This design comes from an exercise in tuning for a short achievable clock period and few clock cycles per item on the open sky130 flow, not from production work.
Where RTL was checked, it was by simulation tests only, not by an equivalence proof against the original.
Only the layout flow was run in run 1; the RTL was not checked for function there.
Power and IR drop assume default switching activity.

## flow/design.v

```verilog
`timescale 1ns/100ps
package dll_tx_pkg;
  typedef logic [31:0] dword_t;
  typedef logic [3:0]  keep_t;
  typedef logic [11:0] seq_num_t;
  typedef logic [7:0]  hdr_credit_t;
  typedef logic [11:0] data_credit_t;
  typedef logic [9:0]  tlp_len_t;
  typedef logic [31:0] crc_t;
  typedef enum logic [2:0] {
    CC_NONE,
    CC_P_HDR,
    CC_P_DATA,
    CC_NP_HDR,
    CC_NP_DATA,
    CC_CPL_HDR,
    CC_CPL_DATA
  } credit_class_e;
  localparam logic [7:0] TK_MRD    = 8'h00;
  localparam logic [7:0] TK_MWR    = 8'h40;
  localparam logic [7:0] TK_IORD   = 8'h02;
  localparam logic [7:0] TK_IOWR   = 8'h42;
  localparam logic [7:0] TK_CFGRD0 = 8'h04;
  localparam logic [7:0] TK_CFGWR0 = 8'h44;
  localparam logic [7:0] TK_MSG    = 8'h30;
  localparam logic [7:0] TK_MSGD   = 8'h70;
  localparam logic [7:0] TK_CPL    = 8'h0A;
  localparam logic [7:0] TK_CPLD   = 8'h4A;
  localparam int DW_PER_DATA_CREDIT = 4;
  localparam crc_t CRC_POLY = 32'hEDB88320;
endpackage
`timescale 1ns/100ps
module stream_skid_buffer
#(
  parameter int W = 33
) (
  input  logic         clk_i,
  input  logic         rst_i,
  input  logic [W-1:0] up_data,
  input  logic         up_valid,
  output logic         up_ready,
  output logic [W-1:0] dn_data,
  output logic         dn_valid,
  input  logic         dn_ready
);
  logic [W-1:0] main_data_q, skid_data_q;
  logic         main_valid_q, skid_valid_q;
  logic         ready_q, ready_port_q;
  logic         up_fire;
  logic         dn_free;
  logic         skid_valid_d;
  assign up_fire = up_valid && ready_q;
  assign dn_free = !main_valid_q || dn_ready;
  assign skid_valid_d = dn_free ? 1'b0 : (skid_valid_q || up_fire);
  always_ff @(posedge clk_i) begin
    if (rst_i) begin
      main_valid_q <= 1'b0;
      skid_valid_q <= 1'b0;
      ready_q      <= 1'b0;
      ready_port_q <= 1'b0;
    end else begin
      if (dn_free) begin
        main_valid_q <= skid_valid_q || up_fire;
      end
      skid_valid_q <= skid_valid_d;
      ready_q      <= !skid_valid_d;
      ready_port_q <= dn_free || !(skid_valid_q || up_fire);
    end
  end
  always_ff @(posedge clk_i) begin
    if (dn_free) begin
      main_data_q <= skid_valid_q ? skid_data_q : up_data;
    end
    if (!skid_valid_q) begin
      skid_data_q <= up_data;
    end
  end
  assign up_ready = ready_port_q;
  assign dn_data  = main_data_q;
  assign dn_valid = main_valid_q;
endmodule
module stream_out_buffer
#(
  parameter int W = 34
) (
  input  logic         clk_i,
  input  logic         rst_i,
  input  logic [W-1:0] up_data,
  input  logic         up_valid,
  output logic         up_ready,
  output logic [W-1:0] dn_data,
  output logic         dn_valid,
  input  logic         dn_ready
);
  logic [W-1:0] main_data_q, hold_data_q, skid_data_q, next_data;
  logic         main_valid_q, hold_valid_q, skid_valid_q, next_valid;
  logic         ready_q;
  logic         up_fire;
  logic         dn_free;
  logic         skid_valid_d;
  assign up_fire = up_valid && ready_q;
  assign dn_free = !hold_valid_q || dn_ready;
  assign skid_valid_d = dn_free ? 1'b0 : (skid_valid_q || up_fire);
  assign next_data  = skid_valid_q ? skid_data_q : up_data;
  assign next_valid = skid_valid_q || up_fire;
  always_ff @(posedge clk_i) begin
    if (rst_i) begin
      main_valid_q <= 1'b0;
      hold_valid_q <= 1'b0;
      skid_valid_q <= 1'b0;
      ready_q      <= 1'b0;
    end else begin
      main_valid_q <= dn_free ? next_valid : hold_valid_q;
      hold_valid_q <= (dn_free && next_valid) || (!dn_free && hold_valid_q);
      skid_valid_q <= skid_valid_d;
      ready_q      <= !skid_valid_d;
    end
  end
  always_ff @(posedge clk_i) begin
    main_data_q <= dn_free ? next_data : hold_data_q;
    hold_data_q <= (dn_free && !skid_valid_q) ? up_data : (dn_free ? skid_data_q : hold_data_q);
    if (!skid_valid_q) begin
      skid_data_q <= up_data;
    end
  end
  assign up_ready = ready_q;
  assign dn_data  = main_data_q;
  assign dn_valid = main_valid_q;
endmodule
`timescale 1ns/100ps
module fc_credit_gate
(
  input  logic         clk_i,
  input  logic         rst_i,
  input  logic         update_fc_i,
  input  dll_tx_pkg::hdr_credit_t  fc_ph_i,
  input  dll_tx_pkg::hdr_credit_t  fc_nph_i,
  input  dll_tx_pkg::hdr_credit_t  fc_cplh_i,
  input  dll_tx_pkg::data_credit_t fc_pd_i,
  input  dll_tx_pkg::data_credit_t fc_npd_i,
  input  dll_tx_pkg::data_credit_t fc_cpld_i,
  input  dll_tx_pkg::dword_t       hdr_dw0_i,   
  input  logic         take_i,      
  output logic         room_o       
);
  dll_tx_pkg::hdr_credit_t  hlim_q [3];
  dll_tx_pkg::hdr_credit_t  hused_q[3];
  dll_tx_pkg::data_credit_t dlim_q [3];
  dll_tx_pkg::data_credit_t dused_q[3];
  dll_tx_pkg::data_credit_t dsum_q [3];
  logic [6:0]               dlo_q  [3];         
  logic [5:0]               dhi0_q [3], dhi1_q[3];  
  dll_tx_pkg::data_credit_t dav    [3];
  logic                     room_q, rst_q, take_q;
  logic [1:0]               gap_q;
  logic                     gap_ok;
  logic [2:0]               hneed_q, dneed_q;    
  logic                     one_q;               
  logic [7:0]               dreq_q;
  logic [2:0]               hok_q, cmp_q, nz_q;
  logic [7:0]               kind;
  logic [7:0]               len_credits;
  logic [2:0]               hneed, dneed;
  logic                     one;
  logic [5:0]               ok;
  function automatic dll_tx_pkg::data_credit_t add12(dll_tx_pkg::data_credit_t a,
                                                    dll_tx_pkg::data_credit_t b, logic cin);
    logic [11:0] g, p, gn, pn;
    logic [12:0] c;
    g = a & b;
    p = a ^ b;
    for (int d = 1; d < 12; d = d * 2) begin
      gn = g;
      pn = p;
      for (int i = d; i < 12; i++) begin
        gn[i] = g[i] | (p[i] & g[i - d]);
        pn[i] = p[i] & p[i - d];
      end
      g = gn;
      p = pn;
    end
    c[0] = cin;
    for (int i = 0; i < 12; i++) begin
      c[i + 1] = g[i] | (p[i] & cin);
    end
    add12 = a ^ b ^ c[11:0];
  endfunction
  assign kind        = hdr_dw0_i[7:0];
  assign len_credits = {hdr_dw0_i[17:16], hdr_dw0_i[31:26]};
  always_comb begin
    hneed = 3'b000;
    dneed = 3'b000;
    unique case (kind)
      dll_tx_pkg::TK_MRD, dll_tx_pkg::TK_IORD, dll_tx_pkg::TK_CFGRD0: hneed = 3'b010;
      dll_tx_pkg::TK_IOWR, dll_tx_pkg::TK_CFGWR0: begin hneed = 3'b010; dneed = 3'b010; end
      dll_tx_pkg::TK_MWR, dll_tx_pkg::TK_MSGD:    begin hneed = 3'b001; dneed = 3'b001; end
      dll_tx_pkg::TK_MSG:                         hneed = 3'b001;
      dll_tx_pkg::TK_CPL:                         hneed = 3'b100;
      dll_tx_pkg::TK_CPLD:                        begin hneed = 3'b100; dneed = 3'b100; end
      default: ;
    endcase
    one = dneed[1] || len_credits == '0;
  end
  always_comb begin
    for (int c = 0; c < 3; c++) begin
      dav[c] = {dlo_q[c][6] ? dhi1_q[c] : dhi0_q[c], dlo_q[c][5:0]};
    end
  end
  always_ff @(posedge clk_i) begin
    hneed_q <= hneed;
    dneed_q <= dneed;
    one_q   <= one;
    dreq_q  <= one ? 8'd1 : len_credits;
    for (int c = 0; c < 3; c++) begin
      hok_q[c] <= hlim_q[c] != hused_q[c];
      cmp_q[c] <= (dav[c][11:8] != '0) || (dav[c][7:0] >= len_credits);
      nz_q[c]  <= dav[c] != '0;
    end
  end
  always_comb begin
    for (int c = 0; c < 3; c++) begin
      ok[c]     = !hneed_q[c] || hok_q[c];
      ok[3 + c] = !dneed_q[c] || (one_q ? nz_q[c] : cmp_q[c]);
    end
  end
  assign gap_ok = gap_q == 2'd3;
  always_ff @(posedge clk_i) begin
    rst_q  <= rst_i;
    take_q <= take_i;
    room_q <= (&ok) && gap_ok && !take_i;
  end
  always_ff @(posedge clk_i) begin
    if (rst_i) begin
      gap_q <= 2'd0;
    end else if (take_i) begin
      gap_q <= 2'd0;
    end else if (!gap_ok) begin
      gap_q <= gap_q + 2'd1;
    end
  end
  always_ff @(posedge clk_i) begin
    if (update_fc_i) begin
      hlim_q[0] <= fc_ph_i;
      hlim_q[1] <= fc_nph_i;
      hlim_q[2] <= fc_cplh_i;
      dlim_q[0] <= fc_pd_i;
      dlim_q[1] <= fc_npd_i;
      dlim_q[2] <= fc_cpld_i;
    end else if (rst_q) begin
      for (int c = 0; c < 3; c++) begin
        hlim_q[c] <= '0;
        dlim_q[c] <= '0;
      end
    end
    for (int c = 0; c < 3; c++) begin
      if (rst_q) begin
        hused_q[c] <= '0;
        dused_q[c] <= '0;
      end else begin
        if (take_q && hneed_q[c]) hused_q[c] <= hused_q[c] + dll_tx_pkg::hdr_credit_t'(1);
        if (take_q && dneed_q[c]) dused_q[c] <= dsum_q[c];
      end
      dsum_q[c] <= add12(dused_q[c], {4'h0, dreq_q}, 1'b0);
      dlo_q[c]  <= {1'b0, dlim_q[c][5:0]} + {1'b0, ~dused_q[c][5:0]} + 7'd1;
      dhi0_q[c] <= dlim_q[c][11:6] + ~dused_q[c][11:6];
      dhi1_q[c] <= dlim_q[c][11:6] + ~dused_q[c][11:6] + 6'd1;
    end
  end
  assign room_o = room_q;
endmodule
`timescale 1ns/100ps
module lcrc_dword_term
(
  input  dll_tx_pkg::dword_t d_i,
  output dll_tx_pkg::crc_t   p_o,
  output dll_tx_pkg::crc_t   q_o
);
  assign p_o[0] = d_i[1] ^ d_i[4] ^ d_i[11] ^ d_i[12] ^ d_i[13] ^ d_i[15];
  assign p_o[1] = d_i[0] ^ d_i[2] ^ d_i[3] ^ d_i[4] ^ d_i[5] ^ d_i[9] ^ d_i[10] ^ d_i[11] ^ d_i[15];
  assign p_o[2] = d_i[2] ^ d_i[5] ^ d_i[8] ^ d_i[11] ^ d_i[12] ^ d_i[13];
  assign p_o[3] = d_i[4] ^ d_i[5] ^ d_i[7] ^ d_i[9] ^ d_i[11] ^ d_i[12] ^ d_i[14] ^ d_i[15];
  assign p_o[4] = d_i[0] ^ d_i[1] ^ d_i[3] ^ d_i[4] ^ d_i[6] ^ d_i[7] ^ d_i[11] ^ d_i[12] ^ d_i[14] ^ d_i[15];
  assign p_o[5] = d_i[0] ^ d_i[1] ^ d_i[3] ^ d_i[4] ^ d_i[5] ^ d_i[7] ^ d_i[9] ^ d_i[11];
  assign p_o[6] = d_i[0] ^ d_i[2] ^ d_i[3] ^ d_i[4] ^ d_i[5] ^ d_i[6] ^ d_i[7] ^ d_i[11] ^ d_i[12] ^ d_i[13];
  assign p_o[7] = d_i[1] ^ d_i[7] ^ d_i[8] ^ d_i[12] ^ d_i[13] ^ d_i[15];
  assign p_o[8] = d_i[1] ^ d_i[3] ^ d_i[4] ^ d_i[13] ^ d_i[14];
  assign p_o[9] = d_i[3] ^ d_i[5] ^ d_i[6] ^ d_i[7] ^ d_i[8] ^ d_i[9] ^ d_i[15];
  assign p_o[10] = d_i[0] ^ d_i[1] ^ d_i[3] ^ d_i[4] ^ d_i[12] ^ d_i[13] ^ d_i[14];
  assign p_o[11] = d_i[0] ^ d_i[9] ^ d_i[13];
  assign p_o[12] = d_i[0] ^ d_i[1] ^ d_i[3] ^ d_i[8] ^ d_i[13] ^ d_i[14] ^ d_i[15];
  assign p_o[13] = d_i[0] ^ d_i[2] ^ d_i[6] ^ d_i[8] ^ d_i[15];
  assign p_o[14] = d_i[1] ^ d_i[3] ^ d_i[6] ^ d_i[7] ^ d_i[9] ^ d_i[11] ^ d_i[15];
  assign p_o[15] = d_i[0] ^ d_i[1] ^ d_i[2] ^ d_i[3] ^ d_i[4] ^ d_i[5] ^ d_i[8] ^ d_i[13] ^ d_i[14] ^ d_i[15];
  assign p_o[16] = d_i[0] ^ d_i[1] ^ d_i[2] ^ d_i[3] ^ d_i[5] ^ d_i[6] ^ d_i[7] ^ d_i[11] ^ d_i[13] ^ d_i[14];
  assign p_o[17] = d_i[2] ^ d_i[8] ^ d_i[12] ^ d_i[13];
  assign p_o[18] = d_i[0] ^ d_i[3] ^ d_i[7] ^ d_i[9] ^ d_i[14];
  assign p_o[19] = d_i[1] ^ d_i[2] ^ d_i[3] ^ d_i[4] ^ d_i[6] ^ d_i[9] ^ d_i[12] ^ d_i[13] ^ d_i[14] ^ d_i[15];
  assign p_o[20] = d_i[3] ^ d_i[6] ^ d_i[7] ^ d_i[8] ^ d_i[9] ^ d_i[12] ^ d_i[13] ^ d_i[15];
  assign p_o[21] = d_i[0] ^ d_i[1] ^ d_i[3] ^ d_i[4] ^ d_i[12] ^ d_i[13] ^ d_i[15];
  assign p_o[22] = d_i[0] ^ d_i[1] ^ d_i[2] ^ d_i[4] ^ d_i[7] ^ d_i[8] ^ d_i[11] ^ d_i[13] ^ d_i[15];
  assign p_o[23] = d_i[2] ^ d_i[3] ^ d_i[4] ^ d_i[5] ^ d_i[7] ^ d_i[8] ^ d_i[9] ^ d_i[12] ^ d_i[14] ^ d_i[15];
  assign p_o[24] = d_i[1] ^ d_i[3] ^ d_i[4] ^ d_i[7] ^ d_i[13] ^ d_i[14] ^ d_i[15];
  assign p_o[25] = d_i[2] ^ d_i[3] ^ d_i[5] ^ d_i[8] ^ d_i[9] ^ d_i[11] ^ d_i[13];
  assign p_o[26] = d_i[0] ^ d_i[2] ^ d_i[3] ^ d_i[5] ^ d_i[7] ^ d_i[9] ^ d_i[11] ^ d_i[14] ^ d_i[15];
  assign p_o[27] = d_i[0] ^ d_i[1] ^ d_i[3] ^ d_i[5] ^ d_i[6] ^ d_i[11] ^ d_i[15];
  assign p_o[28] = d_i[2] ^ d_i[3] ^ d_i[4] ^ d_i[5] ^ d_i[7] ^ d_i[8] ^ d_i[13] ^ d_i[14] ^ d_i[15];
  assign p_o[29] = d_i[1] ^ d_i[3] ^ d_i[4] ^ d_i[5] ^ d_i[6] ^ d_i[7] ^ d_i[8] ^ d_i[11] ^ d_i[12] ^ d_i[13];
  assign p_o[30] = d_i[8] ^ d_i[12] ^ d_i[13] ^ d_i[14] ^ d_i[15];
  assign p_o[31] = d_i[1] ^ d_i[4] ^ d_i[5] ^ d_i[6] ^ d_i[8] ^ d_i[11] ^ d_i[12] ^ d_i[13];
  assign q_o[0] = d_i[24] ^ d_i[26] ^ d_i[28] ^ d_i[30];
  assign q_o[1] = d_i[16] ^ d_i[20] ^ d_i[21] ^ d_i[24] ^ d_i[26] ^ d_i[31];
  assign q_o[2] = d_i[18] ^ d_i[19] ^ d_i[20] ^ d_i[21] ^ d_i[22] ^ d_i[25] ^ d_i[27] ^ d_i[28] ^ d_i[29];
  assign q_o[3] = d_i[16] ^ d_i[17] ^ d_i[19] ^ d_i[21] ^ d_i[24] ^ d_i[25] ^ d_i[27] ^ d_i[30];
  assign q_o[4] = d_i[16] ^ d_i[18] ^ d_i[23] ^ d_i[24] ^ d_i[31];
  assign q_o[5] = d_i[17] ^ d_i[18] ^ d_i[19] ^ d_i[26] ^ d_i[30];
  assign q_o[6] = d_i[16] ^ d_i[18] ^ d_i[20] ^ d_i[23] ^ d_i[24] ^ d_i[25] ^ d_i[27] ^ d_i[30];
  assign q_o[7] = d_i[16] ^ d_i[18] ^ d_i[19] ^ d_i[20] ^ d_i[22] ^ d_i[23] ^ d_i[24] ^ d_i[27] ^ d_i[28] ^ d_i[29];
  assign q_o[8] = d_i[21] ^ d_i[22] ^ d_i[23] ^ d_i[26] ^ d_i[27] ^ d_i[28];
  assign q_o[9] = d_i[16] ^ d_i[17] ^ d_i[18] ^ d_i[23] ^ d_i[26] ^ d_i[27] ^ d_i[28] ^ d_i[29] ^ d_i[30] ^ d_i[31];
  assign q_o[10] = d_i[17] ^ d_i[19] ^ d_i[20] ^ d_i[25] ^ d_i[26] ^ d_i[27] ^ d_i[30];
  assign q_o[11] = d_i[17] ^ d_i[18] ^ d_i[21] ^ d_i[22] ^ d_i[25] ^ d_i[27] ^ d_i[31];
  assign q_o[12] = d_i[17] ^ d_i[19] ^ d_i[21] ^ d_i[23] ^ d_i[24] ^ d_i[25] ^ d_i[30];
  assign q_o[13] = d_i[16] ^ d_i[17] ^ d_i[19] ^ d_i[20] ^ d_i[22] ^ d_i[24] ^ d_i[29];
  assign q_o[14] = d_i[19] ^ d_i[20] ^ d_i[22] ^ d_i[23] ^ d_i[25] ^ d_i[26] ^ d_i[27] ^ d_i[28] ^ d_i[29] ^ d_i[30] ^ d_i[31];
  assign q_o[15] = d_i[16] ^ d_i[18] ^ d_i[19] ^ d_i[20] ^ d_i[21] ^ d_i[22] ^ d_i[23] ^ d_i[24] ^ d_i[28] ^ d_i[29] ^ d_i[30] ^ d_i[31];
  assign q_o[16] = d_i[16] ^ d_i[17] ^ d_i[18] ^ d_i[21] ^ d_i[22] ^ d_i[24] ^ d_i[27] ^ d_i[30];
  assign q_o[17] = d_i[27] ^ d_i[28] ^ d_i[29] ^ d_i[31];
  assign q_o[18] = d_i[16] ^ d_i[18] ^ d_i[19] ^ d_i[20] ^ d_i[21] ^ d_i[22] ^ d_i[24] ^ d_i[26] ^ d_i[28] ^ d_i[29] ^ d_i[30] ^ d_i[31];
  assign q_o[19] = d_i[16] ^ d_i[21] ^ d_i[23] ^ d_i[24] ^ d_i[27] ^ d_i[28] ^ d_i[30];
  assign q_o[20] = d_i[18] ^ d_i[20] ^ d_i[26] ^ d_i[29] ^ d_i[30] ^ d_i[31];
  assign q_o[21] = d_i[16] ^ d_i[18] ^ d_i[19] ^ d_i[20] ^ d_i[23] ^ d_i[25] ^ d_i[26] ^ d_i[27] ^ d_i[28] ^ d_i[30];
  assign q_o[22] = d_i[17] ^ d_i[18] ^ d_i[21] ^ d_i[27] ^ d_i[29] ^ d_i[31];
  assign q_o[23] = d_i[16] ^ d_i[18] ^ d_i[21] ^ d_i[22] ^ d_i[23] ^ d_i[24] ^ d_i[25] ^ d_i[27] ^ d_i[28] ^ d_i[29];
  assign q_o[24] = d_i[18] ^ d_i[20] ^ d_i[21] ^ d_i[22] ^ d_i[23] ^ d_i[24] ^ d_i[27] ^ d_i[28];
  assign q_o[25] = d_i[16] ^ d_i[18] ^ d_i[21] ^ d_i[22] ^ d_i[23] ^ d_i[24];
  assign q_o[26] = d_i[17] ^ d_i[18] ^ d_i[19] ^ d_i[21] ^ d_i[22] ^ d_i[25] ^ d_i[26] ^ d_i[27] ^ d_i[28] ^ d_i[29] ^ d_i[30] ^ d_i[31];
  assign q_o[27] = d_i[17] ^ d_i[21] ^ d_i[22] ^ d_i[23] ^ d_i[24] ^ d_i[26] ^ d_i[27] ^ d_i[28] ^ d_i[29] ^ d_i[31];
  assign q_o[28] = d_i[16] ^ d_i[17] ^ d_i[20] ^ d_i[21] ^ d_i[23] ^ d_i[24] ^ d_i[25] ^ d_i[26] ^ d_i[31];
  assign q_o[29] = d_i[16] ^ d_i[18] ^ d_i[19] ^ d_i[20] ^ d_i[23] ^ d_i[24] ^ d_i[26] ^ d_i[27] ^ d_i[31];
  assign q_o[30] = d_i[19] ^ d_i[20] ^ d_i[22] ^ d_i[25] ^ d_i[31];
  assign q_o[31] = d_i[17] ^ d_i[18] ^ d_i[19] ^ d_i[20] ^ d_i[21] ^ d_i[22] ^ d_i[25] ^ d_i[27] ^ d_i[29];
endmodule
module lcrc_seq_term
(
  input  dll_tx_pkg::seq_num_t seq_i,
  output dll_tx_pkg::crc_t     y0_o
);
  assign y0_o[0] = 1'b1 ^ seq_i[1] ^ seq_i[3] ^ seq_i[5] ^ seq_i[9] ^ seq_i[10] ^ seq_i[11];
  assign y0_o[1] = seq_i[0] ^ seq_i[1] ^ seq_i[2] ^ seq_i[3] ^ seq_i[4] ^ seq_i[5] ^ seq_i[6] ^ seq_i[9] ^ seq_i[10] ^ seq_i[11];
  assign y0_o[2] = 1'b1 ^ seq_i[0] ^ seq_i[1] ^ seq_i[2] ^ seq_i[3] ^ seq_i[5] ^ seq_i[7] ^ seq_i[8] ^ seq_i[9] ^ seq_i[10] ^ seq_i[11];
  assign y0_o[3] = 1'b1 ^ seq_i[1] ^ seq_i[3] ^ seq_i[4] ^ seq_i[5] ^ seq_i[10] ^ seq_i[11];
  assign y0_o[4] = 1'b1 ^ seq_i[0] ^ seq_i[5] ^ seq_i[6] ^ seq_i[8] ^ seq_i[10];
  assign y0_o[5] = seq_i[0] ^ seq_i[1] ^ seq_i[3] ^ seq_i[5] ^ seq_i[7] ^ seq_i[8] ^ seq_i[9] ^ seq_i[11];
  assign y0_o[6] = 1'b1 ^ seq_i[2] ^ seq_i[6] ^ seq_i[9] ^ seq_i[10] ^ seq_i[11];
  assign y0_o[7] = 1'b1 ^ seq_i[0] ^ seq_i[5] ^ seq_i[6] ^ seq_i[8] ^ seq_i[9] ^ seq_i[11];
  assign y0_o[8] = seq_i[0] ^ seq_i[1] ^ seq_i[4] ^ seq_i[8] ^ seq_i[9];
  assign y0_o[9] = 1'b1 ^ seq_i[2] ^ seq_i[3] ^ seq_i[4];
  assign y0_o[10] = seq_i[1] ^ seq_i[2] ^ seq_i[4] ^ seq_i[6] ^ seq_i[7] ^ seq_i[8] ^ seq_i[11];
  assign y0_o[11] = 1'b1 ^ seq_i[2] ^ seq_i[5] ^ seq_i[6] ^ seq_i[10];
  assign y0_o[12] = 1'b1 ^ seq_i[5] ^ seq_i[7] ^ seq_i[11];
  assign y0_o[13] = seq_i[0] ^ seq_i[1] ^ seq_i[6] ^ seq_i[9] ^ seq_i[11];
  assign y0_o[14] = seq_i[0] ^ seq_i[5] ^ seq_i[8] ^ seq_i[9] ^ seq_i[11];
  assign y0_o[15] = 1'b1 ^ seq_i[1] ^ seq_i[2] ^ seq_i[3] ^ seq_i[4] ^ seq_i[5] ^ seq_i[6] ^ seq_i[7] ^ seq_i[11];
  assign y0_o[16] = 1'b1 ^ seq_i[0] ^ seq_i[1] ^ seq_i[3] ^ seq_i[4] ^ seq_i[6] ^ seq_i[7] ^ seq_i[8] ^ seq_i[9];
  assign y0_o[17] = seq_i[0] ^ seq_i[3] ^ seq_i[6] ^ seq_i[8] ^ seq_i[9] ^ seq_i[10];
  assign y0_o[18] = 1'b1 ^ seq_i[3] ^ seq_i[4] ^ seq_i[5] ^ seq_i[7];
  assign y0_o[19] = seq_i[0] ^ seq_i[2] ^ seq_i[4] ^ seq_i[5] ^ seq_i[6] ^ seq_i[7] ^ seq_i[8] ^ seq_i[10] ^ seq_i[11];
  assign y0_o[20] = 1'b1 ^ seq_i[0] ^ seq_i[3] ^ seq_i[4] ^ seq_i[6] ^ seq_i[8];
  assign y0_o[21] = 1'b1 ^ seq_i[2] ^ seq_i[5] ^ seq_i[6] ^ seq_i[7] ^ seq_i[10];
  assign y0_o[22] = seq_i[2] ^ seq_i[4] ^ seq_i[5] ^ seq_i[6] ^ seq_i[8] ^ seq_i[9];
  assign y0_o[23] = 1'b1 ^ seq_i[1] ^ seq_i[7] ^ seq_i[11];
  assign y0_o[24] = 1'b1 ^ seq_i[0] ^ seq_i[1] ^ seq_i[3] ^ seq_i[4] ^ seq_i[5] ^ seq_i[8] ^ seq_i[10];
  assign y0_o[25] = 1'b1 ^ seq_i[0] ^ seq_i[3] ^ seq_i[4] ^ seq_i[10];
  assign y0_o[26] = seq_i[0] ^ seq_i[1] ^ seq_i[3] ^ seq_i[5] ^ seq_i[8] ^ seq_i[9] ^ seq_i[11];
  assign y0_o[27] = 1'b1 ^ seq_i[1] ^ seq_i[2] ^ seq_i[3] ^ seq_i[4] ^ seq_i[5] ^ seq_i[6] ^ seq_i[7] ^ seq_i[9] ^ seq_i[10] ^ seq_i[11];
  assign y0_o[28] = 1'b1 ^ seq_i[0] ^ seq_i[2] ^ seq_i[3] ^ seq_i[4] ^ seq_i[5] ^ seq_i[7] ^ seq_i[9];
  assign y0_o[29] = 1'b1 ^ seq_i[0] ^ seq_i[1] ^ seq_i[2] ^ seq_i[7] ^ seq_i[8] ^ seq_i[9];
  assign y0_o[30] = seq_i[0] ^ seq_i[2] ^ seq_i[3] ^ seq_i[7] ^ seq_i[8] ^ seq_i[10] ^ seq_i[11];
  assign y0_o[31] = 1'b1 ^ seq_i[1] ^ seq_i[7] ^ seq_i[11];
endmodule
module lcrc_step
(
  input  dll_tx_pkg::crc_t y_i,
  output dll_tx_pkg::crc_t cy_o
);
  assign cy_o[0] = y_i[31];
  assign cy_o[1] = y_i[0] ^ y_i[31];
  assign cy_o[2] = y_i[1] ^ y_i[31];
  assign cy_o[3] = y_i[2];
  assign cy_o[4] = y_i[3] ^ y_i[31];
  assign cy_o[5] = y_i[4] ^ y_i[31];
  assign cy_o[6] = y_i[5];
  assign cy_o[7] = y_i[6] ^ y_i[31];
  assign cy_o[8] = y_i[7] ^ y_i[31];
  assign cy_o[9] = y_i[8];
  assign cy_o[10] = y_i[9] ^ y_i[31];
  assign cy_o[11] = y_i[10] ^ y_i[31];
  assign cy_o[12] = y_i[11] ^ y_i[31];
  assign cy_o[13] = y_i[12];
  assign cy_o[14] = y_i[13];
  assign cy_o[15] = y_i[14];
  assign cy_o[16] = y_i[15] ^ y_i[31];
  assign cy_o[17] = y_i[16];
  assign cy_o[18] = y_i[17];
  assign cy_o[19] = y_i[18];
  assign cy_o[20] = y_i[19];
  assign cy_o[21] = y_i[20];
  assign cy_o[22] = y_i[21] ^ y_i[31];
  assign cy_o[23] = y_i[22] ^ y_i[31];
  assign cy_o[24] = y_i[23];
  assign cy_o[25] = y_i[24];
  assign cy_o[26] = y_i[25] ^ y_i[31];
  assign cy_o[27] = y_i[26];
  assign cy_o[28] = y_i[27];
  assign cy_o[29] = y_i[28];
  assign cy_o[30] = y_i[29];
  assign cy_o[31] = y_i[30];
endmodule
module lcrc_out
(
  input  dll_tx_pkg::crc_t y_i,
  output dll_tx_pkg::crc_t lcrc_o
);
  assign lcrc_o[0] = ~(y_i[2] ^ y_i[4] ^ y_i[6] ^ y_i[7] ^ y_i[10] ^ y_i[11] ^ y_i[12] ^ y_i[15] ^ y_i[16] ^ y_i[17] ^ y_i[20] ^ y_i[22] ^ y_i[24] ^ y_i[27] ^ y_i[28] ^ y_i[29] ^ y_i[30] ^ y_i[31]);
  assign lcrc_o[1] = ~(y_i[2] ^ y_i[3] ^ y_i[4] ^ y_i[5] ^ y_i[6] ^ y_i[9] ^ y_i[13] ^ y_i[17] ^ y_i[18] ^ y_i[19] ^ y_i[22] ^ y_i[23] ^ y_i[25] ^ y_i[28] ^ y_i[31]);
  assign lcrc_o[2] = ~(y_i[1] ^ y_i[7] ^ y_i[8] ^ y_i[10] ^ y_i[11] ^ y_i[12] ^ y_i[13] ^ y_i[15] ^ y_i[19] ^ y_i[20] ^ y_i[26] ^ y_i[29] ^ y_i[31]);
  assign lcrc_o[3] = ~(y_i[1] ^ y_i[11] ^ y_i[13] ^ y_i[21] ^ y_i[23] ^ y_i[25] ^ y_i[26] ^ y_i[27] ^ y_i[28] ^ y_i[30] ^ y_i[31]);
  assign lcrc_o[4] = ~(y_i[1] ^ y_i[2] ^ y_i[6] ^ y_i[12] ^ y_i[16] ^ y_i[19] ^ y_i[21] ^ y_i[22] ^ y_i[24] ^ y_i[28] ^ y_i[30]);
  assign lcrc_o[5] = ~(y_i[4] ^ y_i[5] ^ y_i[9] ^ y_i[10] ^ y_i[11] ^ y_i[16] ^ y_i[17] ^ y_i[18] ^ y_i[19] ^ y_i[21] ^ y_i[23] ^ y_i[24] ^ y_i[26] ^ y_i[27] ^ y_i[28] ^ y_i[30]);
  assign lcrc_o[6] = ~(y_i[1] ^ y_i[4] ^ y_i[5] ^ y_i[7] ^ y_i[8] ^ y_i[10] ^ y_i[12] ^ y_i[13] ^ y_i[14] ^ y_i[19] ^ y_i[21] ^ y_i[23] ^ y_i[24] ^ y_i[28] ^ y_i[29] ^ y_i[30] ^ y_i[31]);
  assign lcrc_o[7] = ~(y_i[1] ^ y_i[3] ^ y_i[5] ^ y_i[6] ^ y_i[9] ^ y_i[10] ^ y_i[11] ^ y_i[12] ^ y_i[13] ^ y_i[15] ^ y_i[17] ^ y_i[19] ^ y_i[21] ^ y_i[23] ^ y_i[24] ^ y_i[25] ^ y_i[27] ^ y_i[31]);
  assign lcrc_o[8] = ~(y_i[3] ^ y_i[4] ^ y_i[5] ^ y_i[6] ^ y_i[7] ^ y_i[8] ^ y_i[9] ^ y_i[11] ^ y_i[12] ^ y_i[15] ^ y_i[16] ^ y_i[17] ^ y_i[18] ^ y_i[20] ^ y_i[21] ^ y_i[22] ^ y_i[25] ^ y_i[26] ^ y_i[29] ^ y_i[30]);
  assign lcrc_o[9] = ~(y_i[3] ^ y_i[7] ^ y_i[8] ^ y_i[9] ^ y_i[12] ^ y_i[13] ^ y_i[17] ^ y_i[18] ^ y_i[19] ^ y_i[20] ^ y_i[21] ^ y_i[22] ^ y_i[23] ^ y_i[25] ^ y_i[26] ^ y_i[27] ^ y_i[29] ^ y_i[30]);
  assign lcrc_o[10] = ~(y_i[0] ^ y_i[2] ^ y_i[4] ^ y_i[5] ^ y_i[11] ^ y_i[14] ^ y_i[16] ^ y_i[18] ^ y_i[26] ^ y_i[27] ^ y_i[29] ^ y_i[30] ^ y_i[31]);
  assign lcrc_o[11] = ~(y_i[1] ^ y_i[5] ^ y_i[7] ^ y_i[10] ^ y_i[11] ^ y_i[12] ^ y_i[14] ^ y_i[16] ^ y_i[17] ^ y_i[20] ^ y_i[22] ^ y_i[25] ^ y_i[27] ^ y_i[28] ^ y_i[29] ^ y_i[30]);
  assign lcrc_o[12] = ~(y_i[3] ^ y_i[9] ^ y_i[11] ^ y_i[15] ^ y_i[17] ^ y_i[18] ^ y_i[19] ^ y_i[20] ^ y_i[21] ^ y_i[22] ^ y_i[26] ^ y_i[29] ^ y_i[30] ^ y_i[31]);
  assign lcrc_o[13] = ~(y_i[1] ^ y_i[2] ^ y_i[3] ^ y_i[4] ^ y_i[6] ^ y_i[7] ^ y_i[8] ^ y_i[10] ^ y_i[12] ^ y_i[16] ^ y_i[18] ^ y_i[22] ^ y_i[23] ^ y_i[27] ^ y_i[29] ^ y_i[31]);
  assign lcrc_o[14] = ~(y_i[3] ^ y_i[4] ^ y_i[7] ^ y_i[9] ^ y_i[11] ^ y_i[13] ^ y_i[14] ^ y_i[18] ^ y_i[20] ^ y_i[21] ^ y_i[22] ^ y_i[26] ^ y_i[28] ^ y_i[30]);
  assign lcrc_o[15] = ~(y_i[1] ^ y_i[6] ^ y_i[8] ^ y_i[11] ^ y_i[13] ^ y_i[14] ^ y_i[16] ^ y_i[17] ^ y_i[20] ^ y_i[22] ^ y_i[23] ^ y_i[29]);
  assign lcrc_o[16] = ~(y_i[1] ^ y_i[2] ^ y_i[3] ^ y_i[7] ^ y_i[8] ^ y_i[10] ^ y_i[12] ^ y_i[13] ^ y_i[15] ^ y_i[18] ^ y_i[19] ^ y_i[21] ^ y_i[22] ^ y_i[23] ^ y_i[24] ^ y_i[26] ^ y_i[27] ^ y_i[31]);
  assign lcrc_o[17] = ~(y_i[2] ^ y_i[8] ^ y_i[9] ^ y_i[11] ^ y_i[14] ^ y_i[21] ^ y_i[22] ^ y_i[23] ^ y_i[25] ^ y_i[26] ^ y_i[29] ^ y_i[31]);
  assign lcrc_o[18] = ~(y_i[2] ^ y_i[4] ^ y_i[6] ^ y_i[8] ^ y_i[10] ^ y_i[11] ^ y_i[12] ^ y_i[14] ^ y_i[16] ^ y_i[17] ^ y_i[18] ^ y_i[20] ^ y_i[21] ^ y_i[22] ^ y_i[23] ^ y_i[25] ^ y_i[26] ^ y_i[27] ^ y_i[29]);
  assign lcrc_o[19] = ~(y_i[1] ^ y_i[2] ^ y_i[3] ^ y_i[4] ^ y_i[5] ^ y_i[6] ^ y_i[8] ^ y_i[9] ^ y_i[11] ^ y_i[13] ^ y_i[14] ^ y_i[16] ^ y_i[19] ^ y_i[21] ^ y_i[24] ^ y_i[26] ^ y_i[28] ^ y_i[29] ^ y_i[30]);
  assign lcrc_o[20] = ~(y_i[3] ^ y_i[4] ^ y_i[6] ^ y_i[8] ^ y_i[9] ^ y_i[10] ^ y_i[11] ^ y_i[12] ^ y_i[13] ^ y_i[16] ^ y_i[17] ^ y_i[19] ^ y_i[20] ^ y_i[21] ^ y_i[24] ^ y_i[25] ^ y_i[27] ^ y_i[30] ^ y_i[31]);
  assign lcrc_o[21] = ~(y_i[4] ^ y_i[5] ^ y_i[11] ^ y_i[16] ^ y_i[21] ^ y_i[22] ^ y_i[24] ^ y_i[25] ^ y_i[26] ^ y_i[28] ^ y_i[29] ^ y_i[30] ^ y_i[31]);
  assign lcrc_o[22] = ~(y_i[2] ^ y_i[3] ^ y_i[4] ^ y_i[5] ^ y_i[6] ^ y_i[7] ^ y_i[10] ^ y_i[15] ^ y_i[21] ^ y_i[22] ^ y_i[24] ^ y_i[25] ^ y_i[26] ^ y_i[28] ^ y_i[30]);
  assign lcrc_o[23] = ~(y_i[3] ^ y_i[8] ^ y_i[9] ^ y_i[12] ^ y_i[16] ^ y_i[17] ^ y_i[19] ^ y_i[20] ^ y_i[21] ^ y_i[23] ^ y_i[24]);
  assign lcrc_o[24] = ~(y_i[1] ^ y_i[5] ^ y_i[7] ^ y_i[8] ^ y_i[10] ^ y_i[11] ^ y_i[16] ^ y_i[19] ^ y_i[21] ^ y_i[23] ^ y_i[25] ^ y_i[26] ^ y_i[27] ^ y_i[28] ^ y_i[29] ^ y_i[30] ^ y_i[31]);
  assign lcrc_o[25] = ~(y_i[1] ^ y_i[4] ^ y_i[8] ^ y_i[11] ^ y_i[12] ^ y_i[13] ^ y_i[15] ^ y_i[18] ^ y_i[19] ^ y_i[22] ^ y_i[23] ^ y_i[24] ^ y_i[25] ^ y_i[26] ^ y_i[27] ^ y_i[28] ^ y_i[29]);
  assign lcrc_o[26] = ~(y_i[1] ^ y_i[2] ^ y_i[11] ^ y_i[12] ^ y_i[13] ^ y_i[15] ^ y_i[18] ^ y_i[19] ^ y_i[20] ^ y_i[23] ^ y_i[28] ^ y_i[29]);
  assign lcrc_o[27] = ~(y_i[4] ^ y_i[5] ^ y_i[8] ^ y_i[9] ^ y_i[12] ^ y_i[13] ^ y_i[14] ^ y_i[15] ^ y_i[16] ^ y_i[17] ^ y_i[18] ^ y_i[21] ^ y_i[22]);
  assign lcrc_o[28] = ~(y_i[2] ^ y_i[3] ^ y_i[8] ^ y_i[12] ^ y_i[13] ^ y_i[15] ^ y_i[16] ^ y_i[17] ^ y_i[18] ^ y_i[20] ^ y_i[21] ^ y_i[22] ^ y_i[23] ^ y_i[28] ^ y_i[29] ^ y_i[30] ^ y_i[31]);
  assign lcrc_o[29] = ~(y_i[2] ^ y_i[3] ^ y_i[5] ^ y_i[7] ^ y_i[8] ^ y_i[10] ^ y_i[12] ^ y_i[15] ^ y_i[20] ^ y_i[23] ^ y_i[25] ^ y_i[26] ^ y_i[28] ^ y_i[30] ^ y_i[31]);
  assign lcrc_o[30] = ~(y_i[2] ^ y_i[5] ^ y_i[7] ^ y_i[10] ^ y_i[11] ^ y_i[12] ^ y_i[15] ^ y_i[17] ^ y_i[18] ^ y_i[19] ^ y_i[20] ^ y_i[22] ^ y_i[24] ^ y_i[25] ^ y_i[27] ^ y_i[29] ^ y_i[30]);
  assign lcrc_o[31] = ~(y_i[2] ^ y_i[3] ^ y_i[4] ^ y_i[5] ^ y_i[9] ^ y_i[10] ^ y_i[11] ^ y_i[13] ^ y_i[14] ^ y_i[16] ^ y_i[18] ^ y_i[20] ^ y_i[22] ^ y_i[23] ^ y_i[27] ^ y_i[29] ^ y_i[31]);
endmodule
`timescale 1ns/100ps
module tlp_framer
#(
  parameter dll_tx_pkg::seq_num_t SEQ_INIT = '0
) (
  input  logic      clk_i,
  input  logic      rst_i,
  input  dll_tx_pkg::dword_t    in_data,
  input  logic      in_valid,
  input  logic      in_last,
  output logic      in_ready,
  output dll_tx_pkg::dword_t    out_data,
  output logic      out_valid,
  output logic      out_last,
  input  logic      out_ready,
  output dll_tx_pkg::dword_t    hdr_dw0_o,
  output logic      take_o,
  input  logic      room_i
);
  logic               adv, consume, take, emit, hdr_go;
  logic               st_lo_q, st_hi_q;      
  logic               first_q;               
  logic               fresh_q, fresh2_q;     
  dll_tx_pkg::seq_num_t seq_q;
  logic [15:0]        carry_q;
  dll_tx_pkg::dword_t word;
  dll_tx_pkg::dword_t p1_data_q, p2_data_q;
  logic               p1_valid_q, p1_lo_q, p1_hi_q;
  logic               p2_valid_q, p2_lo_q, p2_hi_q;
  dll_tx_pkg::crc_t   p_d, q_d, p_q, q_q;
  logic               pq_valid_q, pq_first_q;
  dll_tx_pkg::crc_t   y_q, cy, y0_d, y0_q, lcrc_d, lcrc_q;
  assign adv      = out_ready;
  assign hdr_go   = room_i && !fresh_q && !fresh2_q;
  assign consume  = adv && !st_lo_q && !st_hi_q && in_valid && (!first_q || hdr_go);
  assign take     = consume && first_q;
  assign emit     = consume || st_lo_q || st_hi_q;
  assign in_ready = consume;
  assign take_o   = take;
  always_comb begin
    if (st_lo_q) begin
      word = {16'h0, carry_q};
    end else if (st_hi_q) begin
      word = '0;
    end else if (first_q) begin
      word = {in_data[15:0], seq_q[7:0], 4'h0, seq_q[11:8]};
    end else begin
      word = {in_data[15:0], carry_q};
    end
  end
  always_ff @(posedge clk_i) begin
    if (rst_i) begin
      st_lo_q    <= 1'b0;
      st_hi_q    <= 1'b0;
      first_q    <= 1'b1;
      fresh_q    <= 1'b1;
      fresh2_q   <= 1'b1;
      seq_q      <= SEQ_INIT;
      p1_valid_q <= 1'b0;
      p2_valid_q <= 1'b0;
      pq_valid_q <= 1'b0;
    end else begin
      fresh_q  <= consume || !in_valid;
      fresh2_q <= fresh_q;
      if (consume) begin
        first_q <= in_last;
      end
      if (adv) begin
        st_lo_q    <= consume && in_last;
        st_hi_q    <= st_lo_q;
        p1_valid_q <= emit;
        p2_valid_q <= p1_valid_q;
        pq_valid_q <= consume;
        if (pq_valid_q && pq_first_q) begin
          seq_q <= seq_q + dll_tx_pkg::seq_num_t'(1);
        end
      end
    end
  end
  lcrc_dword_term lcrc_dword_term_i (
    .d_i (in_data),
    .p_o (p_d),
    .q_o (q_d)
  );
  lcrc_seq_term lcrc_seq_term_i (
    .seq_i (seq_q),
    .y0_o  (y0_d)
  );
  lcrc_step lcrc_step_i (
    .y_i  (y_q),
    .cy_o (cy)
  );
  lcrc_out lcrc_out_i (
    .y_i    (y_q),
    .lcrc_o (lcrc_d)
  );
  always_ff @(posedge clk_i) begin
    y0_q <= y0_d;
    lcrc_q <= lcrc_d;
    if (consume) begin
      carry_q <= in_data[31:16];
    end
    if (adv) begin
      p1_data_q  <= word;
      p1_lo_q    <= st_lo_q;
      p1_hi_q    <= st_hi_q;
      p2_data_q  <= p1_data_q;
      p2_lo_q    <= p1_lo_q;
      p2_hi_q    <= p1_hi_q;
      p_q        <= p_d;
      q_q        <= q_d;
      pq_first_q <= first_q;
      if (pq_valid_q) begin
        y_q <= (pq_first_q ? y0_q : cy) ^ p_q ^ q_q;
      end
    end
  end
  assign out_valid = p2_valid_q;
  assign out_last  = p2_hi_q;
  assign out_data  = p2_lo_q ? {lcrc_q[15:0], p2_data_q[15:0]} :
                     p2_hi_q ? {16'h0, lcrc_q[31:16]} : p2_data_q;
  assign hdr_dw0_o = in_data;
endmodule
`timescale 1ns/100ps
module dll_tx_top
#(
  parameter dll_tx_pkg::seq_num_t SEQ_INIT = '0
) (
  input  logic         clk_i,
  input  logic         rst_i,
  input  dll_tx_pkg::dword_t       s_tdata_i,
  input  logic         s_tvalid_i,
  input  logic         s_tlast_i,
  output logic         s_tready_o,
  output dll_tx_pkg::dword_t       m_tdata_o,
  output dll_tx_pkg::keep_t        m_tkeep_o,
  output logic         m_tvalid_o,
  output logic         m_tlast_o,
  input  logic         m_tready_i,
  output dll_tx_pkg::seq_num_t     seq_num_o,
  input  logic         update_fc_i,
  input  dll_tx_pkg::hdr_credit_t  fc_ph_i,
  input  dll_tx_pkg::hdr_credit_t  fc_nph_i,
  input  dll_tx_pkg::hdr_credit_t  fc_cplh_i,
  input  dll_tx_pkg::data_credit_t fc_pd_i,
  input  dll_tx_pkg::data_credit_t fc_npd_i,
  input  dll_tx_pkg::data_credit_t fc_cpld_i
);
  dll_tx_pkg::dword_t in_data,  out_data;
  logic   in_valid, out_valid;
  logic   in_last,  out_last;
  logic   in_ready, out_ready;
  logic   m_khi2, m_khi3;
  dll_tx_pkg::dword_t hdr_dw0;
  logic   take, room;
  dll_tx_pkg::seq_num_t oseq_q, oseq_hold_q;
  logic   oseq_inc;
  stream_skid_buffer #(.W(33)) in_buf_i (
    .clk_i    (clk_i),
    .rst_i    (rst_i),
    .up_data  ({s_tlast_i, s_tdata_i}),
    .up_valid (s_tvalid_i),
    .up_ready (s_tready_o),
    .dn_data  ({in_last, in_data}),
    .dn_valid (in_valid),
    .dn_ready (in_ready)
  );
  tlp_framer #(.SEQ_INIT(SEQ_INIT)) tlp_framer_i (
    .clk_i     (clk_i),
    .rst_i     (rst_i),
    .in_data   (in_data),
    .in_valid  (in_valid),
    .in_last   (in_last),
    .in_ready  (in_ready),
    .out_data  (out_data),
    .out_valid (out_valid),
    .out_last  (out_last),
    .out_ready (out_ready),
    .hdr_dw0_o (hdr_dw0),
    .take_o    (take),
    .room_i    (room)
  );
  fc_credit_gate fc_credit_gate_i (
    .clk_i       (clk_i),
    .rst_i       (rst_i),
    .update_fc_i (update_fc_i),
    .fc_ph_i     (fc_ph_i),
    .fc_nph_i    (fc_nph_i),
    .fc_cplh_i   (fc_cplh_i),
    .fc_pd_i     (fc_pd_i),
    .fc_npd_i    (fc_npd_i),
    .fc_cpld_i   (fc_cpld_i),
    .hdr_dw0_i   (hdr_dw0),
    .take_i      (take),
    .room_o      (room)
  );
  stream_out_buffer #(.W(35)) out_buf_i (
    .clk_i    (clk_i),
    .rst_i    (rst_i),
    .up_data  ({!out_last, !out_last, out_last, out_data}),
    .up_valid (out_valid),
    .up_ready (out_ready),
    .dn_data  ({m_khi3, m_khi2, m_tlast_o, m_tdata_o}),
    .dn_valid (m_tvalid_o),
    .dn_ready (m_tready_i)
  );
  assign m_tkeep_o = {m_khi3, m_khi2, 2'b11};
  assign oseq_inc = out_valid && out_ready && out_last;
  always_ff @(posedge clk_i) begin
    if (rst_i) begin
      oseq_q      <= SEQ_INIT;
      oseq_hold_q <= SEQ_INIT;
    end else begin
      oseq_q      <= oseq_inc ? oseq_hold_q + dll_tx_pkg::seq_num_t'(1) : oseq_hold_q;
      oseq_hold_q <= oseq_hold_q + dll_tx_pkg::seq_num_t'(oseq_inc);
    end
  end
  assign seq_num_o = oseq_q;
endmodule
```

## flow/run.sh

```bash
#!/bin/bash
# synth_recipe.tcl (not shown) runs the flow's synth.tcl, then flattens the netlist and writes it again
# the make line also repeats each setting of config.mk as NAME=value (left out here)
make -C /OpenROAD-flow-scripts/flow DESIGN_CONFIG=/design/flow/config.mk WORK_HOME=/design/flow/orfs CLKGATE_MAP_FILE= SYNTH_SCRIPT=/design/flow/synth_recipe.tcl finish
```

## flow/config.mk

```make
export PLATFORM = sky130hd
export DESIGN_NAME = dll_tx_top
export DESIGN_NICKNAME = dll_tx_top
export VERILOG_FILES = /design/flow/design.v
export SDC_FILE = /design/flow/constraint.sdc
export NUM_CORES = 4
export LEC_CHECK = 0
export CAP_MARGIN = 20
export CORE_MARGIN = 2
export CORE_UTILIZATION = 40
export PLACE_DENSITY = 0.6
export SETUP_SLACK_MARGIN = 3.6
export SLEW_MARGIN = 20
```

## flow/constraint.sdc

```tcl
create_clock -name core_clock -period 5.5 [get_ports {clk_i}]
set_input_delay 1.1000 -clock core_clock [delete_from_list [all_inputs] [get_ports {clk_i}]]
set_output_delay 1.1000 -clock core_clock [all_outputs]
set_load 0.01 [all_outputs]
```

==> results of run 1 <==
## layout by cell type (no fill, tap or decap), drive strengths merged, types with 15 or more instances in the layout
cell           count
nand2b            21
nand2            136
a21oi             89
nand3             35
clkinv            30
mux2             154
xor2             203
dfxtp            397
clkbuf           110
nor4              15
a21o              29
o21ai             51
ha               103
nor2              95
edfxtp           309
buf              246
inv              105
xnor2            516
clkdlybuf4s50     94
mux2i             29
and2              80
a22o              15
## layout make-up
class	count	share of cell area (%)
Sequential cell	706	42.8
Tap cell	1050	3.25
Clock buffer	108	5.44
Inverter	105	1.01
Clock inverter	37	0.787
Timing Repair Buffer	346	8.22
Multi-Input combinational cell	1712	38.5
## synthesized netlist by cell type (15+ instances only)
library cell	count
a21o_1	29
a22o_1	15
edfxtp_1	309
nor4_1	15
mux2_2	154
clkbuf_1	60
xnor2_1	503
o21ai_0	51
nand2b_1	17
ha_1	103
xor2_1	196
buf_2	42
inv_1	104
nor2_1	95
and2_1	80
mux2i_1	29
dfxtp_1	397
a21oi_1	89
nand2_1	136
nand3_1	35
## kinds of logic (layout without fill, tap and decap cells)
group / count (synthesis) / in the layout / synth area share [%]
flip-flops: 706 / 706 / 53.8
XOR/XNOR: 720 / 720 / 20.4
other: 1 / 2 / 0.0117
adder cells (fa/ha/maj): 112 / 112 / 4.59
AO/OA/AOI/OAI: 236 / 236 / 4.54
AND/OR/NAND/NOR: 451 / 459 / 7.00
multiplexers: 183 / 183 / 6.33
buffers and inverters: 238 / 596 / 3.31
## per-stage QoR
step                setup slack (ns)  area, um^2  utilization (%)  power, mW  std cells
floorplan                       2.92       32600                -       7.69       2648
global route                    3.28       40400             51.1       14.1       4064
detailed placement              2.17       34600             43.7       8.26       3721
CTS                             3.27       39200             49.5       13.5       4001
finish                          3.32       40400             51.1       13.5       4064
global placement                2.25       34600             43.7       8.21       3721
## flip-flops by register name (all words and copies together) (netlist names), 16 cells and up, named ones only
name                      flops
fc_credit_gate_i.dhi0_q      18
tlp_framer_i.carry_q         16
in_buf_i.skid_data_q         33
out_buf_i.skid_data_q        35
fc_credit_gate_i.dused_q     36
fc_credit_gate_i.dlim_q      36
fc_credit_gate_i.dlo_q       21
tlp_framer_i.y_q             32
tlp_framer_i.p_q             32
out_buf_i.main_data_q        35
tlp_framer_i.lcrc_q          32
in_buf_i.main_data_q         33
tlp_framer_i.q_q             32
tlp_framer_i.p2_data_q       32
tlp_framer_i.p1_data_q       32
fc_credit_gate_i.hused_q     24
fc_credit_gate_i.dsum_q      36
tlp_framer_i.y0_q            31
fc_credit_gate_i.dhi1_q      18
fc_credit_gate_i.hlim_q      24
out_buf_i.hold_data_q        35
## what timing repair did
action | CTS | global route
endpoints found under the setup margin | 552 | 250
resized for setup | 414 | 135
setup buffers | 124 | 60
pin swaps | 35 | 56
cloned | 11 | 3
## path summary, 6_finish.rpt
check / depth (start not counted) / from / slack, ns / to
setup / recovery: 1 / oseq_q[0]$_SDFF_PP0_ / 3.32 / seq_num_o[0]
hold / removal: 0 / tlp_framer_i.p1_data_q[15]$_DFFE_PP_ / 0.42 / tlp_framer_i.p2_data_q[15]$_DFFE_PP_
setup reg to reg: 8 / fc_credit_gate_i.dreq_q[1]$_SDFF_PP0_ / 3.52 / fc_credit_gate_i.dsum_q[0][10]$_DFF_P_
hold reg to reg: 0 / tlp_framer_i.p1_data_q[15]$_DFFE_PP_ / 0.42 / tlp_framer_i.p2_data_q[15]$_DFFE_PP_
## power by group through the flow
stage / registers (mW) / logic, mW / clock network, mW
final: 6.38 / 2.04 / 5.08
after global routing: 6.41 / 2.22 / 5.42
after CTS: 6.39 / 1.93 / 5.21
after detailed placement: 6.52 / 1.73 / 0
after global placement: 6.51 / 1.70 / 0
after floorplan: 6.34 / 1.34 / 0
## metal layers
metal  up-vias  GRT usage (%)  wire (um)
met5         -              0          0
met4         0           5.73       2380
met3       131           2.69       2470
met2       335           34.1      40700
met1      9478           22.8      32700
li1       9493              -          -
==> impl_results.md, run 1 <==
* Final net count at 3159
* P_int at 10.1 mW
* Worst-Skew Late Latency at 0.63 ns
* Root Driver: clkbuf_16
* Iter 0 DRT Violations at 915
* Tcrit/Tclk final at 39.6%
* Synth area leaders: edfxtp_1 29%, dfxtp_1 25%, xnor2_1 14%, mux2_2 5.4%, xor2_1 5.4%
* Core area at 0.0791 mm^2
* CTS Hold Bufs at 0
* Worst endpoint data arrival time at 1.08 ns
* CP max FO at 2
* Max stage delay on crit path at 0.35 ns
* P&R area growth vs syn at 26.3%
* HPWL after detailed placement at 51.7 mm
* Fin. max-slew vios at 0
* H-tree levels at 3
* Post-Route Setup TNS at 0 ns
* Area of the multi-input gates at 0.0155 mm^2
* Top cell type's share of synthesized area at 29.0%
* Buffers plus inverters on the worst setup path at 1
* Pin count of the biggest net entering global routing at 76
* Startpoint types: register
* Status: finished clean
* #FFs+latches synth at 706
* Switching Fraction at 25.0%
* Clock slew at reported path FFs at 0.06 ns
* Clock share of power at 37.6%
* Global-route wire length before repair at 118 mm
* DIE HEIGHT at 287 um
* CTS tree: done
* Antenna Violating Nets Remaining at 0
* Highest clock rate at 459 MHz
* Rows at 103
* Total I/O pin count at 149
* Critical path class: register to output pin
* Fraction of the yosys area taken by sequential cells at 53.8%
* RSZ-0062 raised after global routing: true
* Sequential fraction of design power at 47.3%
* CP top delay family: flip-flops
* Cell taking the most area after synthesis: edfxtp_1
* Final Hold Fails at 0
* Cts bufs inserted at 78
* FF/Latch Area at 0.0173 mm^2
* Grt ovf at 0
* Skew final at 0.0230 ns
* MaxCap Viol Count at 0
* Power density over the cells at 334 mW/mm^2
* Final setup vio count at 0
* Async set or reset register ratio after synthesis at 0%
* Total die area at 0.0823 mm^2
* Peak VDD IR at 0.000250 V
* Crit path capture type: output pin
* Diode count at 0
* Leak pwr at 15.7 nW
* DR pass1 iterations at 5
* Critical Path, Cell by Cell: buf_6
* GP Congestion at 0.881
* Share of cells above drive strength 1 at 26.7%
* Syn Area/Cell at 12.1 um^2
* Main synth FF type: dfxtp_1
* Max Root-Sink Buffers at 3
* Worst slew pin tran at 1.02 ns
* Vias in the first global route at 20200
* GR Util All Layers at 18.7%
* Drt drc at 0
* Fillers at 6825
* Vias at 19400
* NetSw at 3.38 mW
* Ys Warns at 14
* Worst min-delay path class: register to register
* IO buf count at 146
* Worst hold slack at 0.417 ns
* Synthesized netlist cell count at 2647
* Slew headroom at 32.3%
* Die Width at 287 um
* EDFF count, synth at 309
* Unique masters post-synth at 62
* DR vias/cell at 4.78
* Slowest CP cell: dfxtp_4
* Req. time, crit path at 4.40 ns
* Final wirelength at 78.3 mm
* Starting Density at 40.4%
* Clock sink count at 706
* Initial antenna violation count at 0
* Combinational share of power at 15.1%
* Synthesized area at 0.0320 mm^2
* Minimum clock period at 2.18 ns
* DR WL/cell at 19.3 um
==> run 2: changes to the inputs <==
--- a/flow/design.v
+++ b/flow/design.v
@@ -45,11 +45,11 @@
 );
   logic [W-1:0] main_data_q, skid_data_q;
   logic         main_valid_q, skid_valid_q;
-  logic         ready_q, ready_port_q;
+  logic         ready_q, busy_q;
   logic         up_fire;
   logic         dn_free;
   logic         skid_valid_d;
-  assign up_fire = up_valid && ready_q;
+  assign up_fire = up_valid && !busy_q;
   assign dn_free = !main_valid_q || dn_ready;
   assign skid_valid_d = dn_free ? 1'b0 : (skid_valid_q || up_fire);
   always_ff @(posedge clk_i) begin
@@ -57,14 +57,14 @@
       main_valid_q <= 1'b0;
       skid_valid_q <= 1'b0;
       ready_q      <= 1'b0;
-      ready_port_q <= 1'b0;
+      busy_q       <= 1'b1;
     end else begin
       if (dn_free) begin
         main_valid_q <= skid_valid_q || up_fire;
       end
       skid_valid_q <= skid_valid_d;
       ready_q      <= !skid_valid_d;
-      ready_port_q <= dn_free || !(skid_valid_q || up_fire);
+      busy_q       <= skid_valid_d;
     end
   end
   always_ff @(posedge clk_i) begin
@@ -75,7 +75,7 @@
       skid_data_q <= up_data;
     end
   end
-  assign up_ready = ready_port_q;
+  assign up_ready = ready_q;
   assign dn_data  = main_data_q;
   assign dn_valid = main_valid_q;
 endmodule
@@ -93,27 +93,29 @@
   input  logic         dn_ready
 );
   logic [W-1:0] main_data_q, hold_data_q, skid_data_q, next_data;
-  logic         main_valid_q, hold_valid_q, skid_valid_q, next_valid;
-  logic         ready_q;
+  logic         main_valid_q, hold_empty_q, skid_valid_q, next_valid;
+  logic         ready_q, busy_q;
   logic         up_fire;
   logic         dn_free;
   logic         skid_valid_d;
-  assign up_fire = up_valid && ready_q;
-  assign dn_free = !hold_valid_q || dn_ready;
+  assign up_fire = up_valid && !busy_q;
+  assign dn_free = hold_empty_q || dn_ready;
   assign skid_valid_d = dn_free ? 1'b0 : (skid_valid_q || up_fire);
   assign next_data  = skid_valid_q ? skid_data_q : up_data;
   assign next_valid = skid_valid_q || up_fire;
   always_ff @(posedge clk_i) begin
     if (rst_i) begin
       main_valid_q <= 1'b0;
-      hold_valid_q <= 1'b0;
+      hold_empty_q <= 1'b1;
       skid_valid_q <= 1'b0;
       ready_q      <= 1'b0;
+      busy_q       <= 1'b1;
     end else begin
-      main_valid_q <= dn_free ? next_valid : hold_valid_q;
-      hold_valid_q <= (dn_free && next_valid) || (!dn_free && hold_valid_q);
+      main_valid_q <= dn_free ? next_valid : !hold_empty_q;
+      hold_empty_q <= dn_free ? !next_valid : hold_empty_q;
       skid_valid_q <= skid_valid_d;
       ready_q      <= !skid_valid_d;
+      busy_q       <= skid_valid_d;
     end
   end
   always_ff @(posedge clk_i) begin
@@ -609,7 +611,7 @@
   logic   m_khi2, m_khi3;
   dll_tx_pkg::dword_t hdr_dw0;
   logic   take, room;
-  dll_tx_pkg::seq_num_t oseq_q, oseq_hold_q;
+  dll_tx_pkg::seq_num_t oseq_q, oseq_hold_n_q;
   logic   oseq_inc;
   stream_skid_buffer #(.W(33)) in_buf_i (
     .clk_i    (clk_i),
@@ -664,11 +666,11 @@
   assign oseq_inc = out_valid && out_ready && out_last;
   always_ff @(posedge clk_i) begin
     if (rst_i) begin
-      oseq_q      <= SEQ_INIT;
-      oseq_hold_q <= SEQ_INIT;
+      oseq_q        <= SEQ_INIT;
+      oseq_hold_n_q <= ~SEQ_INIT;
     end else begin
-      oseq_q      <= oseq_inc ? oseq_hold_q + dll_tx_pkg::seq_num_t'(1) : oseq_hold_q;
-      oseq_hold_q <= oseq_hold_q + dll_tx_pkg::seq_num_t'(oseq_inc);
+      oseq_q        <= ~oseq_hold_n_q + dll_tx_pkg::seq_num_t'(oseq_inc);
+      oseq_hold_n_q <= oseq_hold_n_q - dll_tx_pkg::seq_num_t'(oseq_inc);
     end
   end
   assign seq_num_o = oseq_q;
==> run 2 against run 1 <==
  * Still clean
  * Cell count rose by 0.39%
  * Flip-flop and latch count rose by 4
  * Fmax rose by 0.22%
  * Cell area rose by 0.51%
  * Wire length fell by 2.1%
  * Worst hold slack got worse by 0.013 ns
  * Sequential power barely moved
  * Area after synthesis rose by 1.8%
  * Critical endpoint is now m_tdata_o[11]
  * Largest cell class unchanged
  * Highest routed layer is now met5
==> impl_results.md, run 2 <==
* Status: finished clean
* Worst min-delay path class: register to register
* Pin count of the biggest net entering global routing at 74
* Fraction of the yosys area taken by sequential cells at 53.1%
* Hold depth at 0
* GP Congestion at 0.856
* Grt ovf at 0
* Tcrit/Tclk final at 39.5%
* RSZ-0062 raised after global routing: true
* GR Util All Layers at 18.2%
* Crit. path cell count at 1
* Starting Density at 40.5%
* Final setup vio count at 0
* Worst Hold End: tlp_framer_i.p2_data_q[11]$_DFFE_PP_
* Drt drc at 0
* Post-synth top cells: 487 x xnor2_1, 401 x dfxtp_1, 309 x edfxtp_1, 176 x xor2_1, 149 x nand2_1
* Antenna Violating Nets Remaining at 0
* Main synth FF type: dfxtp_1
* Synthesized netlist cell count at 2659
* H-tree levels at 3
* CTS tree: done
* R2R setup slack at 3.44 ns
* Final net count at 3166
* Commonest non-fill, non-tap cell in the layout: xnor2_1
* Buffers plus inverters on the worst setup path at 1
* Most frequent cells in the layout: 416 x xnor2_1, 343 x dfxtp_1, 309 x edfxtp_1, 168 x buf_4, 160 x xor2_1
* DR vias/cell at 4.75
* EDFF count, synth at 309
* Most numerous cell in the Yosys netlist: xnor2_1
* Skew final at 0.0220 ns
* Critical Path, Cell by Cell: buf_6
* Die Width at 289 um
* Root Driver: clkbuf_16
* Final wirelength at 76.7 mm
* Peak VDD IR at 0.000225 V
* Synthesized area at 0.0326 mm^2
* Leak pwr at 15.9 nW
* Cts bufs inserted at 77
* Startpoint types: register
* Minimum clock period at 2.17 ns
* HPWL after detailed placement at 53.0 mm
* IO buf count at 146
* Initial antenna violation count at 4
* Final Hold Fails at 0
* Worst setup margin at 3.33 ns
* Vias in the first global route at 19900
* DR pass1 iterations at 5
* Share of cells above drive strength 1 at 27.4%
* Core area at 0.0805 mm^2
* Worst reg2reg startpoint: fc_credit_gate_i.dreq_q[0]$_SDFF_PP1_
* Top flop regs: fc_credit_gate_i.dlim_q: 36 flops, fc_credit_gate_i.dsum_q: 36 flops, fc_credit_gate_i.dused_q: 36 flops
* Total I/O pin count at 149
* Iter 0 DRT Violations at 797
* Max stage delay on crit path at 0.33 ns
* Req. time, crit path at 4.40 ns
* Top cell type's share of synthesized area at 28.5%
* Ys Warns at 14
* Global-route wire length before repair at 116 mm
* Max Root-Sink Buffers at 3
* Worst-Skew Late Latency at 0.63 ns
* DIE HEIGHT at 289 um
* Slew headroom at 53.5%
* #FFs+latches synth at 710
* DR WL/cell at 18.8 um
* Power density over the cells at 337 mW/mm^2
* CTS Hold Bufs at 0
* CP max FO at 1
* Highest clock rate at 460 MHz
* Clock sink count at 710
* Vias at 19400
* Fin. max-slew vios at 0
* Place WS at 2.46 ns
* Syn Area/Cell at 12.3 um^2
* Async set or reset register ratio after synthesis at 0%
* Worst slew pin tran at 0.697 ns
* CP top delay family: flip-flops
* Diode count at 0
* Rows at 104
* P&R area growth vs syn at 24.6%
* Unique masters post-synth at 55
* MaxCap Viol Count at 0
* Slowest CP cell: dfxtp_2
* Hold path start: tlp_framer_i.p1_data_q[11]$_DFFE_PP_
* Total die area at 0.0838 mm^2
* Crit path capture type: output pin
* RR Endpoint: fc_credit_gate_i.dsum_q[1][10]$_DFF_P_
* Post-Route Setup TNS at 0 ns
* Clock slew at reported path FFs at 0.06 ns
* Reg2reg path depth at 9
* Cell taking the most area after synthesis: edfxtp_1
* Synth area leaders: edfxtp_1 28%, dfxtp_1 25%, xnor2_1 13%, xor2_1 4.7%, mux2_2 4.4%
* Worst endpoint data arrival time at 1.07 ns
* Critical path class: register to output pin
run 2: how the worst max path moves through the flow:
stage / from / to
after global placement: m_tready_i / out_buf_i.main_data_q[25]$_DFF_P_
after detailed placement: m_tready_i / out_buf_i.main_data_q[26]$_DFF_P_
after floorplan: out_buf_i.ready_q$_SDFF_PP0_ / in_buf_i.main_data_q[0]$_DFFE_PP_
final: out_buf_i.main_data_q[11]$_DFF_P_ / m_tdata_o[11]
after global routing: out_buf_i.main_data_q[14]$_DFF_P_ / m_tdata_o[14]
after CTS: out_buf_i.main_data_q[11]$_DFF_P_ / m_tdata_o[11]
run 2: final cells by class:
class | count | area, um^2
clock buffers | 116 | 2300
multi-input cells | 1701 | 15600
clock inverters | 26 | 251
repair buffers | 347 | 3310
inverters | 120 | 463
well taps | 1060 | 1330
fillers | 6902 | 39900
flip-flops and latches | 710 | 17400
run 2: cell families (layout without fill, tap and decap cells):
family	count (synthesis)	count (layout)	synth area share, %
adders and majority gates	111	111	4.47
and+or+nand+nor	465	470	7.04
AOI/OAI and AO/OA	222	222	4.30
xor gates and xnor gates	711	711	20.8
DFF	710	710	53.1
muxes	185	185	6.63
other	1	2	0.0115
buffers and inverters	254	609	3.61
run 2: metrics by stage:
stage	area [um^2]	utilization (%)	std cells	power, mW	hold WS (ns)
floorplan	33000	-	2660	7.76	0.400
global placement	35000	43.5	3741	8.35	0.404
detailed placement	35000	43.5	3741	8.39	0.405
CTS	39400	49.0	4020	13.7	0.403
global route	40600	50.4	4080	14.2	0.414
finish	40600	50.4	4080	13.7	0.403
run 2: layer usage:
metal  vias up  track usage [%]  part of all wire (%)
met5         -                0                 0.068
met4         8             7.02                   3.8
met3       156             3.22                   4.1
met2       384             31.5                    50
met1      9362             22.4                    42
li1       9490                -                     -
run 2: power by group:
part / total [mW] / switching, mW / internal, mW
logic: 2.20 / 1.09 / 1.11
registers: 6.36 / 0.242 / 6.11
clock network: 5.12 / 2.15 / 2.98
total: 13.7 / 3.47 / 10.2
run 2: timing repair:
action	4_1_cts	5_1_grt
gates cloned	7	1
buffers inserted	130	59
pin swaps	38	51
resized for setup	373	120
setup endpoints to repair	469	208
Testbench counts of run 2, summed over its fixed seeds: cycles 21,868, items 2,400.

separate check: timing with driven ports:
The results above use ideal ports. As a check the final layouts listed here were re-extracted and re-timed, cells and wires unchanged. Step 1: set_driving_cell puts a clkbuf_16 on clk_i and a buf_2 on each other input, an assumption about the parent block. Step 2 adds t to the input delays and takes it off the output delays; t is the mean of the earliest and latest rising clock arrival at the registers after step 1. Input paths then give back, and output paths get back, about the clock's delay inside the block. Three values: ideal, step 1, step 2; two values: the first two.
run | shift t [ns] | slack for setup (ns) | clock arrival spread, ns | worst data-port slew with drivers (ns)
run 1 | 0.681 | 3.323 / 3.261 / 3.009 | 0.025 / 0.025 | 0.07
run 2 | 0.681 | 3.327 / 3.262 / 2.939 | 0.025 / 0.026 | 0.08
After both steps every run listed still meets setup and hold. The setup slack of run 2, which loses most, moves by -0.065 ns with the drivers and by -0.388 ns with both steps.
